What follows belongs to an exercise in optimizing a design on an open flow for small area, a short achievable clock period and few clock cycles; a production flow would make more cautious choices. The RTL was checked by simulation tests, not by an equivalence proof against the original design. Power figures rest on the tool's default switching activity, not on a simulated workload.

nickel:
==> flow/design.v (excerpt) <==
module nearest_neighbor_zoom_nx #(
  parameter int PIXEL_W    = nnz_pkg::PIXEL_W,
  parameter int MAX_SCALE  = nnz_pkg::MAX_SCALE,
  parameter int MAX_LINE_W = nnz_pkg::MAX_LINE_W,
  parameter int MAX_LINES  = nnz_pkg::MAX_LINES,
  parameter int SCALE_W    = $clog2(MAX_SCALE + 1),
  parameter int COL_W      = $clog2(MAX_LINE_W + 1),
  parameter int ROW_W      = $clog2(MAX_LINES + 1)
) (
  input  logic               clk,
  input  logic               reset_n,
  input  logic               start,
  input  logic [SCALE_W-1:0] scale,
  input  logic [COL_W-1:0]   src_width,
  input  logic [ROW_W-1:0]   src_height,
  input  logic               in_valid,
  input  logic [PIXEL_W-1:0] in_pixel,
  output logic               in_ready,
  output logic               out_valid,
  output logic [PIXEL_W-1:0] out_pixel,
  input  logic               out_ready,
  output logic               out_eol,
  output logic               busy,
  output logic               done,
  output logic               cfg_err
);
  localparam int NT   = 17;
  localparam int NM   = 19;
  localparam int PW   = 5;
  localparam int RS_W = $clog2(MAX_SCALE);
  function automatic logic [2*PW-1:0] pos_dec(input logic [2*PW-1:0] p);
    if (p[PW-1:0] == '0) begin
      pos_dec = {(p[2*PW-1:PW] == '0) ? PW'(NT - 1) : p[2*PW-1:PW] - PW'(1), PW'(NM - 1)};
    end else begin
      pos_dec = {p[2*PW-1:PW], p[PW-1:0] - PW'(1)};
    end
  endfunction
  localparam logic [2*PW-1:0] POS_TAIL = {PW'(NT - 1), PW'(NM - 1)};
  localparam logic [2*PW-1:0] POS_ONE  = {PW'(0), PW'(1)};
  logic start_legal;
  ...
Size: roughly 3400 cells after synthesis, about 2700 flip-flops, roughly 47 I/O pins, ~60000 µm² of cells after synthesis.
clock: 5.0 ns
lec_check: 0
cap_margin: 20
core_margin: 2
core_utilization: 40
cts_cluster_diameter: 65
cts_cluster_size: 33
setup_slack_margin: 2.7
slew_margin: 20
standard.sh (not shown) runs the stock make flow with config.mk's settings and CLKGATE_MAP_FILE= SYNTH_SCRIPT=/design/flow/synth_recipe.tcl, a recipe that flattens the netlist after the stock synthesis.
==> flow/flow/run.sh <==
#!/bin/bash
# The standard layout, with two changes: clock tree synthesis inserts no dummy
# loads, and the port buffers are buf_2 cells. Everything else (synthesis,
# floorplan, power grid, placement, routing) is the standard.sh unchanged.
set -euo pipefail
export CTS_ARGS="-sink_clustering_enable -repair_clock_nets -sink_clustering_size 16 -sink_clustering_max_diameter 40 -sink_clustering_buffer sky130_fd_sc_hd__clkbuf_8 -dont_use_dummy_load"
export BUFFER_PORTS_ARGS="-buffer_cell sky130_fd_sc_hd__buf_2"
bash standard.sh > standard_flow.log 2>&1
Both conditions hold for nickel: the flow ran to the end and the final layout passed the timing, DRC and antenna checks.
Testbench counts of nickel, summed over its fixed seeds: cycles 646,332.
Edits applied to the flow inputs when going from nickel to garnet:
--- a/flow/flow/run.sh
+++ b/flow/flow/run.sh
@@ -5,3 +5,3 @@
 set -euo pipefail
-export CTS_ARGS="-sink_clustering_enable -repair_clock_nets -sink_clustering_size 16 -sink_clustering_max_diameter 40 -sink_clustering_buffer sky130_fd_sc_hd__clkbuf_8 -dont_use_dummy_load"
+export CTS_ARGS="-sink_clustering_enable -repair_clock_nets -sink_clustering_size 20 -sink_clustering_max_diameter 45 -sink_clustering_buffer sky130_fd_sc_hd__clkbuf_8 -dont_use_dummy_load"
 export BUFFER_PORTS_ARGS="-buffer_cell sky130_fd_sc_hd__buf_2"
--- a/flow/config.mk
+++ b/flow/config.mk
@@ -9,5 +9,6 @@
 export CORE_MARGIN = 2
-export CORE_UTILIZATION = 40
+export CORE_UTILIZATION = 60
 export CTS_CLUSTER_DIAMETER = 65
 export CTS_CLUSTER_SIZE = 33
+export PLACE_DENSITY = 0.68
 export SETUP_SLACK_MARGIN = 2.7
[summary]
- garnet: no failed stages, no open violations at the end
- Looking at busiest layer in global routing, the met1 result is from nickel; the met2 one comes from garnet.
- Between garnet and nickel, it is garnet whose number of gates given a new drive strength after cts is higher, by 5.0%.
- Going from nickel to garnet, maximum net fanout on the critical path shrinks by 1.
- Sort nickel and garnet by filler-free cell count of the finished design asc -> top: garnet
What quartz does differently from garnet at the input level:
==> flow/run.sh (new file) <==
#!/bin/bash
# synth_recipe.tcl (not shown) runs the flow's synth.tcl, then flattens the netlist and writes it again
# the make line also repeats each setting of config.mk as NAME=value (left out here)
make -C /OpenROAD-flow-scripts/flow DESIGN_CONFIG=/design/flow/config.mk WORK_HOME=/design/flow/orfs CLKGATE_MAP_FILE= SYNTH_SCRIPT=/design/flow/synth_recipe.tcl finish
--- a/flow/config.mk
+++ b/flow/config.mk
@@ -9,6 +9,5 @@
 export CORE_MARGIN = 2
-export CORE_UTILIZATION = 60
-export CTS_CLUSTER_DIAMETER = 65
-export CTS_CLUSTER_SIZE = 33
-export PLACE_DENSITY = 0.68
+export CORE_UTILIZATION = 40
+export CTS_CLUSTER_DIAMETER = 60
+export CTS_CLUSTER_SIZE = 30
 export SETUP_SLACK_MARGIN = 2.7
removed: flow/flow/run.sh
removed: flow/standard.sh
[summary]
quartz against garnet: post-synthesis to final-layout area growth up 3.4 points, proportion of total power due to net switching up 0.32 points, first-pass detailed-route iteration total up 2, share of the yosys chip area belonging to registers flat, die outline area up 50000 µm².
Of quartz and garnet, the run reporting the lower final period utilization was garnet.
In quartz, horizontal die dimension is higher than in garnet.
[inputs] fjord vs quartz
==> flow/flow/run.sh (new file) <==
#!/bin/bash
# The standard layout, with two changes: clock tree synthesis inserts no dummy
# loads, and the port buffers are buf_2 cells. Everything else (synthesis,
# floorplan, power grid, placement, routing) is the standard.sh unchanged.
set -euo pipefail
export CTS_ARGS="-sink_clustering_enable -repair_clock_nets -sink_clustering_size 22 -sink_clustering_max_diameter 45 -sink_clustering_buffer sky130_fd_sc_hd__clkbuf_8 -dont_use_dummy_load"
export BUFFER_PORTS_ARGS="-buffer_cell sky130_fd_sc_hd__buf_2"
bash standard.sh > standard_flow.log 2>&1
==> flow/standard.sh (new file) <==
#!/bin/bash
# synth_recipe.tcl (not shown) runs the flow's synth.tcl, then flattens the netlist and writes it again
# the make line also repeats each setting of config.mk as NAME=value (left out here)
make -C /OpenROAD-flow-scripts/flow DESIGN_CONFIG=/design/flow/config.mk WORK_HOME=/design/flow/orfs CLKGATE_MAP_FILE= SYNTH_SCRIPT=/design/flow/synth_recipe.tcl "${@:-finish}"
--- a/flow/config.mk
+++ b/flow/config.mk
@@ -10,4 +10,4 @@
 export CORE_UTILIZATION = 40
-export CTS_CLUSTER_DIAMETER = 60
-export CTS_CLUSTER_SIZE = 30
+export CTS_CLUSTER_DIAMETER = 65
+export CTS_CLUSTER_SIZE = 33
 export SETUP_SLACK_MARGIN = 2.7
removed: flow/run.sh
--- outcome ---
Relative to quartz, the routed wire length measured on fjord has increased by a few percent.
Clock network area share in fjord is 1.7 points lower than in quartz
fjord: post-layout instance area is 1200 µm² lower than what quartz reported.
For quartz, the critical path launch point was in_ready_q$_DFF_PN0_, unlike fjord, where it was mpix_q[7]$_DFFE_PN_.
Comparing quartz with fjord, the portion of the layout cell area used by non-clock buffers came out essentially unchanged.
Comparing fjord and quartz, the lower final period demand of the worst path was measured on fjord.

== job 4915 ==
Starting RTL as in the previous note.
clock: 5.0 ns
lec_check: 0
cap_margin: 20
core_margin: 2
core_utilization: 40
cts_cluster_diameter: 65
cts_cluster_size: 33
setup_slack_margin: 2.7
slew_margin: 20
run.sh (not shown) runs the stock make flow with config.mk's settings and CLKGATE_MAP_FILE= SYNTH_SCRIPT=/design/flow/synth_recipe.tcl, a recipe that flattens the netlist after the stock synthesis.
Stock flow here: none of the scripts above is used.
Job 4915 reached the end of the flow, and the finished layout is clean on the timing, DRC and antenna checks.
Testbench counts of job 4915, summed over its fixed seeds: cycles 646,332.
The inputs of job 7060 differ from those of job 4915 as listed below.
- an added PLACE_DENSITY of 0.78
- a change of CORE_UTILIZATION from 40 to 70
==> flow/flow/run.sh (new file) <==
#!/bin/bash
# The standard layout, with two changes: clock tree synthesis inserts no dummy
# loads, and the port buffers are buf_2 cells. Everything else (synthesis,
# floorplan, power grid, placement, routing) is the standard.sh unchanged.
set -euo pipefail
export CTS_ARGS="-sink_clustering_enable -repair_clock_nets -sink_clustering_size 20 -sink_clustering_max_diameter 45 -sink_clustering_buffer sky130_fd_sc_hd__clkbuf_8 -dont_use_dummy_load"
export BUFFER_PORTS_ARGS="-buffer_cell sky130_fd_sc_hd__buf_2"
bash standard.sh > standard_flow.log 2>&1
==> flow/standard.sh (new file) <==
#!/bin/bash
# synth_recipe.tcl (not shown) runs the flow's synth.tcl, then flattens the netlist and writes it again
# the make line also repeats each setting of config.mk as NAME=value (left out here)
make -C /OpenROAD-flow-scripts/flow DESIGN_CONFIG=/design/flow/config.mk WORK_HOME=/design/flow/orfs CLKGATE_MAP_FILE= SYNTH_SCRIPT=/design/flow/synth_recipe.tcl "${@:-finish}"
removed: flow/run.sh
## What came out
- Summary of job 7060 over job 4915: combined area of the multi-input logic cells rose by 49 um2, max-capacitance violation count stayed essentially flat, buffer share of cell area fell by 0.30 points.
- Job 4915 vs job 7060, worst setup path endpoint: in_ready vs u_line_buffer.tap_q[1]
- Going from job 4915 to job 7060, first-pass GRT wire length saw an increase, worst setup slack saw an increase.
- Across job 7060 and job 4915, the outcome is the same: a clean finish for every run.
For job 7314, these inputs were changed with respect to job 7060:
- removing PLACE_DENSITY (formerly 0.78)
- changing CORE_UTILIZATION from 70 to 40
==> flow/flow/run.sh <==
#!/bin/bash
# The standard layout, with two changes: clock tree synthesis inserts no dummy
# loads, and the port buffers are buf_2 cells. Everything else (synthesis,
# floorplan, power grid, placement, routing) is the standard.sh unchanged.
set -euo pipefail
export CTS_ARGS="-sink_clustering_enable -repair_clock_nets -sink_clustering_size 20 -sink_clustering_max_diameter 45 -sink_clustering_buffer sky130_fd_sc_hd__clkbuf_8 -dont_use_dummy_load -sink_clustering_levels 2"
export BUFFER_PORTS_ARGS="-buffer_cell sky130_fd_sc_hd__buf_2"
bash standard.sh > standard_flow.log 2>&1
Findings:
Wire length for job 7314 is lower than for job 7060. On part of the power in combinational logic: job 7314 sits above job 7060. Job 7060 -> job 7314: global-route wire length before repair decreased by more than 10%. Area: job 7314 vs job 7060 -> job 7314 larger. Diff job 7060 -> job 7314: final non-filler cell total now larger, count of non-CTS buffers in the layout rose by about 9%. On job 7314: pin count of the biggest net entering global routing is 7 lower than what job 7060 gave. ~same clock network fraction of total power in job 7314 and job 7060.
[inputs] job 750 vs job 7314
- CTS_CLUSTER_DIAMETER: 65 -> 60
- CORE_UTILIZATION: 40 -> 55
- CTS_CLUSTER_SIZE: 33 -> 30
==> flow/run.sh (new file) <==
#!/bin/bash
# synth_recipe.tcl (not shown) runs the flow's synth.tcl, then flattens the netlist and writes it again
# the make line also repeats each setting of config.mk as NAME=value (left out here)
make -C /OpenROAD-flow-scripts/flow DESIGN_CONFIG=/design/flow/config.mk WORK_HOME=/design/flow/orfs CLKGATE_MAP_FILE= SYNTH_SCRIPT=/design/flow/synth_recipe.tcl finish
removed: flow/flow/run.sh
removed: flow/standard.sh
==> comparison <==
Relative to job 7314, area of all placed cells without fillers has increased by about 1.9% in job 750.
The sequential cell area share reported for job 750 is smaller than that of job 7314 by 1.6 points.
Summary of job 750 over job 7314: count of endpoints failing hold in the final timing report comparable, internal portion of total power now larger, upper clock frequency limit comparable.
Job 750 has number of global-route vias before repair above what job 7314 had.
Worst setup path endpoint = out_pixel[4]: job 7314; worst setup path endpoint = out_pixel[3]: job 750
Compared with job 7314, in job 750 total power grew by 9.1%; routed via count divided by cell count up about 12%; worst setup slack was more or less identical.

re-timing with driven ports:
Ports are ideal in the flow. The routed layouts listed here were re-timed in OpenROAD.
Step 1 assumes that a clkbuf_16 drives the clock port and a buf_2 every other input.
Step 2 times the ports against the registers' clock, not the clock port: input delays grow and output delays shrink by t, the midpoint of the rising clock arrivals with the driver on.
a / b / c = ideal ports / drivers / drivers and shift; a / b = the first two.
run | shift t [ns] | setup slack, ns | latest minus earliest clock arrival (ns) | worst slew at a driven data input, ns
nickel | 0.776 | 2.712 / 2.643 / 2.227 | 0.101 / 0.102 | 0.04
garnet | 0.756 | 2.765 / 2.700 / 2.553 | 0.096 / 0.095 | 0.05
quartz | 0.801 | 2.671 / 2.605 / 2.050 | 0.048 / 0.048 | 0.05
fjord | 0.789 | 2.699 / 2.626 / 2.278 | 0.110 / 0.110 | 0.04
job 4915 | 0.804 | 2.680 / 2.609 / 2.051 | 0.054 / 0.054 | 0.05
job 7060 | 0.745 | 2.722 / 2.697 / 2.307 | 0.128 / 0.128 | 0.04
job 7314 | 0.788 | 2.703 / 2.633 / 2.247 | 0.090 / 0.089 | 0.04
job 750 | 0.806 | 2.704 / 2.631 / 2.258 | 0.039 / 0.038 | 0.06
After both steps every run listed still meets setup and hold. The setup slack of job 4915, which loses most, moves by -0.071 ns with the drivers and by -0.629 ns with both steps.
